Background: an optimization exercise with open tools, aiming at small area, a short achievable clock period and few clock cycles. Do not read the settings as production practice. Function was checked by simulation only, so behaviour that the tests miss may differ from the original. Power is estimated from default activity; no workload was simulated.

==> design.v <==
package fp_pkg;
    localparam int W = 64;
    localparam logic [W-1:0] P = 64'd10997031918897188677;
    typedef enum logic [1:0] {
        OP_ADD = 2'd0,
        OP_SUB = 2'd1,
        OP_MUL = 2'd2,
        OP_RED = 2'd3
    } fp_op_e;
    typedef enum logic [2:0] {
        S_IDLE,
        S_MUL,
        S_ISSUE,
        S_WAIT,
        S_RESP
    } fp_state_e;
endpackage
import fp_pkg::*;
module fp_shiftadd_mul
(
    input  logic           clk,
    input  logic           rst_n,
    input  logic           start,
    input  logic [W-1:0]   x,
    input  logic [W-1:0]   y,
    output logic           done,
    output logic [2*W-1:0] product
);
    localparam int CW = $clog2(W);
    logic           busy;
    logic [2*W-1:0] mcand;
    logic [W-1:0]   mplier;
    logic [2*W-1:0] acc;
    logic [CW-1:0]  cnt;
    logic [2*W-1:0] acc_next;
    assign acc_next = acc + (mplier[0] ? mcand : '0);
    assign done     = busy && (cnt == CW'(W - 1));
    assign product  = acc_next;
    always_ff @(posedge clk) begin
        if (!rst_n) begin
            busy   <= 1'b0;
            mcand  <= '0;
            mplier <= '0;
            acc    <= '0;
            cnt    <= '0;
        end else if (start) begin
            busy   <= 1'b1;
            mcand  <= {{W{1'b0}}, x};
            mplier <= y;
            acc    <= '0;
            cnt    <= '0;
        end else if (busy) begin
            acc    <= acc_next;
            mcand  <= mcand << 1;
            mplier <= mplier >> 1;
            cnt    <= cnt + 1'b1;
            if (done) begin
                busy <= 1'b0;
            end
        end
    end
endmodule
import fp_pkg::*;
module fp_mod_issuer
(
    input  logic           clk,
    input  logic           rst_n,
    input  logic           req_valid,
    output logic           req_ready,
    input  logic [1:0]     req_op,
    input  logic [W-1:0]   req_x,
    input  logic [W-1:0]   req_y,
    output logic           rsp_valid,
    input  logic           rsp_ready,
    output logic [W-1:0]   rsp_data,
    output logic           mod_enable,
    output logic [2*W-1:0] mod_a,
    output logic           mod_a_sign,
    input  logic           mod_done,
    input  logic [W-1:0]   mod_result
);
    fp_pkg::fp_state_e state, state_d;
    logic           a_load;
    logic [2*W-1:0] a_d;
    logic           rsp_load;
    logic           mul_start;
    logic           mul_done;
    logic [2*W-1:0] mul_product;
    logic [W:0]     sum;
    logic [W:0]     diff;
    function automatic logic [W-1:0] fp_normalise(input logic [W-1:0] r);
        fp_normalise = (r >= P) ? (r - P) : r;
    endfunction
    assign sum  = {1'b0, req_x} + {1'b0, req_y};
    assign diff = {1'b0, req_x} - {1'b0, req_y};
    fp_shiftadd_mul u_mul (
        .clk     (clk),
        .rst_n   (rst_n),
        .start   (mul_start),
        .x       (req_x),
        .y       (req_y),
        .done    (mul_done),
        .product (mul_product)
    );
    always_comb begin
        state_d    = state;
        req_ready  = 1'b0;
        rsp_valid  = 1'b0;
        mod_enable = 1'b0;
        a_load     = 1'b0;
        a_d        = mod_a;
        rsp_load   = 1'b0;
        mul_start  = 1'b0;
        unique case (state)
            S_IDLE: begin
                req_ready = 1'b1;
                if (req_valid) begin
                    unique case (req_op)
                        OP_ADD: begin
                            a_load  = 1'b1;
                            a_d     = {{(W-1){1'b0}}, sum};
                            state_d = S_ISSUE;
                        end
                        OP_SUB: begin
                            a_load  = 1'b1;
                            a_d     = {{(W-1){diff[W]}}, diff};
                            state_d = S_ISSUE;
                        end
                        OP_RED: begin
                            a_load  = 1'b1;
                            a_d     = {1'b0, req_x[W-2:0], req_y};
                            state_d = S_ISSUE;
                        end
                        OP_MUL: begin
                            mul_start = 1'b1;
                            state_d   = S_MUL;
                        end
                        default: ;
                    endcase
                end
            end
            S_MUL: begin
                if (mul_done) begin
                    a_load  = 1'b1;
                    a_d     = mul_product;
                    state_d = S_ISSUE;
                end
            end
            S_ISSUE: begin
                mod_enable = 1'b1;
                state_d    = S_WAIT;
            end
            S_WAIT: begin
                if (mod_done) begin
                    rsp_load = 1'b1;
                    state_d  = S_RESP;
                end
            end
            S_RESP: begin
                rsp_valid = 1'b1;
                if (rsp_ready) begin
                    state_d = S_IDLE;
                end
            end
            default: state_d = S_IDLE;
        endcase
    end
    always_ff @(posedge clk) begin
        if (!rst_n) begin
            state    <= S_IDLE;
            mod_a    <= '0;
            rsp_data <= '0;
        end else begin
            state <= state_d;
            if (a_load) begin
                mod_a <= a_d;
            end
            if (rsp_load) begin
                rsp_data <= fp_normalise(mod_result);
            end
        end
    end
    assign mod_a_sign = mod_a[2*W-1];
endmodule
==> run.sh <==
#!/bin/bash
# synth_recipe.tcl (not shown) runs the flow's synth.tcl, then flattens the netlist and writes it again
# the make line also repeats each setting of config.mk as NAME=value (left out here)
make -C /OpenROAD-flow-scripts/flow DESIGN_CONFIG=/design/flow/config.mk WORK_HOME=/design/flow/orfs CLKGATE_MAP_FILE= SYNTH_SCRIPT=/design/flow/synth_recipe.tcl finish
==> config.mk <==
export PLATFORM = sky130hd
export DESIGN_NAME = fp_mod_issuer
export DESIGN_NICKNAME = fp_mod_issuer
export VERILOG_FILES = /design/flow/design.v
export SDC_FILE = /design/flow/constraint.sdc
export NUM_CORES = 4
export LEC_CHECK = 0
export CAP_MARGIN = 20
export CORE_MARGIN = 2
export CORE_UTILIZATION = 40
export PLACE_DENSITY = 0.6
export SLEW_MARGIN = 20
==> constraint.sdc <==
create_clock -name core_clock -period 6.0 [get_ports {clk}]
set_input_delay 1.2000 -clock core_clock [delete_from_list [all_inputs] [get_ports {clk}]]
set_output_delay 1.2000 -clock core_clock [all_outputs]
set_load 0.01 [all_outputs]
==> results.toml <==
[placed_design]
hpwl_um = 138000
io_buffers = 394
place_area_sq_um = 46000
dp_cells = 6848
place_ws_ns = -0.00493
gp_congestion = 1.00

[floorplan]
io_pins = 395
initial_utilization = 0.404
row_count = 116
dieWidth_um = 322
die_h_um = 322
coreArea_sq_um = 100000
die_area_sq_um = 104000

[clocking]
h-tree-depth = 3
clk_pin_slew_ns = 0.06
clock_path_buffers = 3
clock_sinks = 522
clock_latency_ns = 0.67
cts_tree = "built"
cts_resized = 0
postCtsSetupRepairBufs = 0
clockRootBuffer = "clkbuf_16"
cts-hold-fix-buffers = 0
cts_buffers = 69

[synthesis]
synthArstFlopShare = 0
yosys_most_used_dff = "dfxtp_1"
ys_warn_count = 2
synth_top_area_frac = 0.259
synth-seq-cells = 522
synthTopCellsByArea = "dfxtp_1 26%, ha_1 8.0%, mux2i_1 7.5%"
syn_area_sq_um = 40400
synth_fp_nets = 5823
synthCells = 5362
ys_seq_area_frac = 0.259
avgSynthCellArea_sq_um = 7.54
synth-edff-count = 0
synth_cell_types = 101
yosys.area.top_type = "dfxtp_1"

[global_routing]
antenna_found_initial = 11
grt_usage = 0.334
grt_pass1_wl_um = 264000
grt_overflow = 0
grt_pass1_vias = 40117
grt_max_degree = 137

[worst_setup_path]
r2r-start = "u_mul.mplier[0]$_SDFFE_PN0P_"
crit_arrival_ns = 6.18
cp-end-kind = "flop"
ff2ff_path_depth = 15
crit_start = "u_mul.mplier[0]$_SDFFE_PN0P_"
r2r_slack_ns = 0.39
endpoint = "u_mul.acc[127]$_SDFFE_PP0P_"
crit_path_max_fanout = 58
required_ns = 6.57
crit_type = "flop to flop"
cp-start-kind = "flop"
reg2reg_to = "u_mul.acc[127]$_SDFFE_PP0P_"

[power_and_ir_drop]
p_per_area_nw_per_um2 = 236
irDropWorstVdd_mv = 0.179
p_leak_nw = 18.4

[cells_and_area]
final_cells = 6979
multi_input_area_sq_um = 27900
fill_cells = 10037
regArea_sq_um = 10500
finalInstanceArea_sq_um = 48500
drive_above_1_share = 0.0653
layout_common_cells = "671 x nor2_1, 564 x a21oi_1, 520 x dfxtp_1, 391 x clkdlybuf4s50_1, 384 x nand2_1"
layout.nets = 6082
layout_commonest_cell = "nor2_1"
area_delta_synth_final_pct = 19.9

[drt]
ant_nets = 0
wire_per_inst_um = 25.6
drt_first_iter_violations = 4284
wl_um = 179000
drc_errors = 0
via_per_inst = 6.06
drtPass1Iterations = 6
vias = 42263

[sta]
setup_slack_ns = 0.388
fin_crit_sh = 0.935
clock.fmax_ghz = 0.178
tns_ns = 0
rsz0062_at_grt = "false"
setup_viol = 0
drv_slew = 0
final_hold_viol_count = 0
relSlewSlack = 0.192
worst_pin_slew_ns = 1.21
finalClockSkew_ns = 0.0301
period_minus_slack_ns = 5.61

[status]
status = "timing/DRC/antenna clean"

[flow_run]
drv_cap = 0

[hold_path]
hold_class = "flop to flop"
[cell families after synthesis]
| kind of cell | Yosys count | share of synthesized area |
|---|---|---|
| AO/OA/AOI/OAI | 1717 | 0.273 |
| XOR/XNOR | 290 | 0.0632 |
| adder cells (fa/ha/maj) | 262 | 0.0817 |
| buffers and inverters | 564 | 0.0536 |
| flip-flops | 522 | 0.259 |
| multiplexers | 304 | 0.0753 |
| AND/OR/NAND/NOR | 1703 | 0.195 |
[where the power goes]
| part | internal [W] | switching (W) |
|---|---|---|
| Sequential | 0.00367 | 0.000217 |
| Combinational | 0.00118 | 0.00185 |
| Clock | 0.00272 | 0.00182 |
| Total | 0.00757 | 0.00388 |
[area by class of cell]
cell class              count  share of cell area
multi-input cells        4276               0.575
repair buffers            565               0.110
inverters                 187              0.0146
clock buffers              98              0.0410
clock inverters            30             0.00950
well taps                1298              0.0335
diodes                      3            0.000155
flip-flops and latches    522               0.216
[Yosys cell counts (9+ instances only)]
| cell | number |
|---|---|
| and3_1 | 24 |
| o22ai_1 | 22 |
| buf_1 | 39 |
| clkbuf_1 | 309 |
| a211oi_1 | 191 |
| o21bai_1 | 91 |
| dfxtp_1 | 522 |
| nand2_1 | 386 |
| a21oi_1 | 564 |
| xor2_1 | 81 |
| a21boi_0 | 12 |
| or3_1 | 21 |
| o21ai_1 | 20 |
| a211o_1 | 12 |
| buf_2 | 24 |
| a311oi_1 | 15 |
| nor3_1 | 99 |
| o21ai_0 | 293 |
| xnor2_1 | 208 |
| or2_2 | 19 |
| a22o_1 | 9 |
| nand4_1 | 115 |
| nor4_1 | 42 |
| o211ai_1 | 80 |
| o41ai_1 | 13 |
| and2_1 | 152 |
| o21a_1 | 30 |
| a221oi_1 | 27 |
| nor2b_1 | 34 |
| o31a_1 | 11 |
| nand3_1 | 81 |
| mux2i_1 | 303 |
| a21o_1 | 85 |
| nor2_1 | 675 |
| nand2b_1 | 16 |
| o221ai_1 | 23 |
| ha_1 | 259 |
| a22oi_1 | 14 |
| inv_1 | 180 |
| a31oi_1 | 41 |
| o31ai_1 | 62 |
[worst max-delay path, cell delays in order (launching register included)]
cell and delay, ns:
dfxtp_4 0.75, buf_4 0.42, and2_1 0.19, ha_1 0.35, a21oi_1 0.25, o21ai_0 0.19, a21oi_1 0.33, a21oi_1 0.12
a211oi_1 0.47, o41ai_1 0.20, a31oi_1 0.54, o21ai_1 0.23, a21oi_1 0.53, o21ai_0 0.29, a311oi_1 0.39, mux2i_1 0.22
[metal layers]
metal  global-route usage  wire length, um
met1                0.455            78600
met2                0.524            78600
met3               0.0668            15200
met4                0.112             6140
met5                    0               74
[state kept, by name (all words and copies together), names as in the netlist]
register,flops
u_mul.cnt,6
state,3
mod_a,128
u_mul.busy,1
u_mul.mcand,128
u_mul.mplier,64
u_mul.acc,128
rsp_data,64
[worst min path at each step]
stage                     slack [ns]                         from                          end  depth (start not counted)
after CTS                       0.45     rsp_data[1]$_SDFFE_PN0P_     rsp_data[1]$_SDFFE_PN0P_                          2
after global routing            0.48      mod_a[117]$_SDFFE_PN0P_      mod_a[117]$_SDFFE_PN0P_                          2
after floorplan                 0.45  u_mul.acc[106]$_SDFFE_PP0P_  u_mul.acc[106]$_SDFFE_PP0P_                          2
final                           0.45     rsp_data[1]$_SDFFE_PN0P_     rsp_data[1]$_SDFFE_PN0P_                          2
after global placement          0.44      mod_a[114]$_SDFFE_PN0P_      mod_a[114]$_SDFFE_PN0P_                          2
after detailed placement        0.45      mod_a[114]$_SDFFE_PN0P_      mod_a[114]$_SDFFE_PN0P_                          2
[per-stage QoR]
stage / total power (W) / utilization / hold slack (ns)
after floorplan: 0.00552 / - / 0.445
after global placement: 0.00692 / 0.459 / 0.439
after detailed placement: 0.00691 / 0.459 / 0.445
after CTS: 0.0115 / 0.484 / 0.454
after global routing: 0.0119 / 0.484 / 0.480
final: 0.0115 / 0.484 / 0.453
Testbench counts, summed over its fixed seeds: cycles 61,705.

static timing again, ports no longer ideal:
Ports are ideal in the flow. The routed layout listed here was re-timed in OpenROAD.
Step 1 assumes that a clkbuf_16 drives the clock port and a buf_2 every other input.
Step 2 adds t to the input delays and takes it off the output delays; t is the mean of the earliest and latest rising clock arrival at the registers after step 1. Input paths then give back, and output paths get back, about the clock's delay inside the block.
Slacks: ideal / step 1 / step 2; pairs: ideal / step 1.
t, ns: 0.726
slack for setup (ns): 0.388 / 0.388 / -0.249
worst hold slack (ns): 0.453 / 0.453 / 0.453
worst setup path after step 2: input to register
pins driven straight from the clock port: 1
Met with ideal ports but missed after step 2: setup timing in this run. The setup slack of this run moves by 0.000 ns with the drivers and by -0.637 ns with both steps.
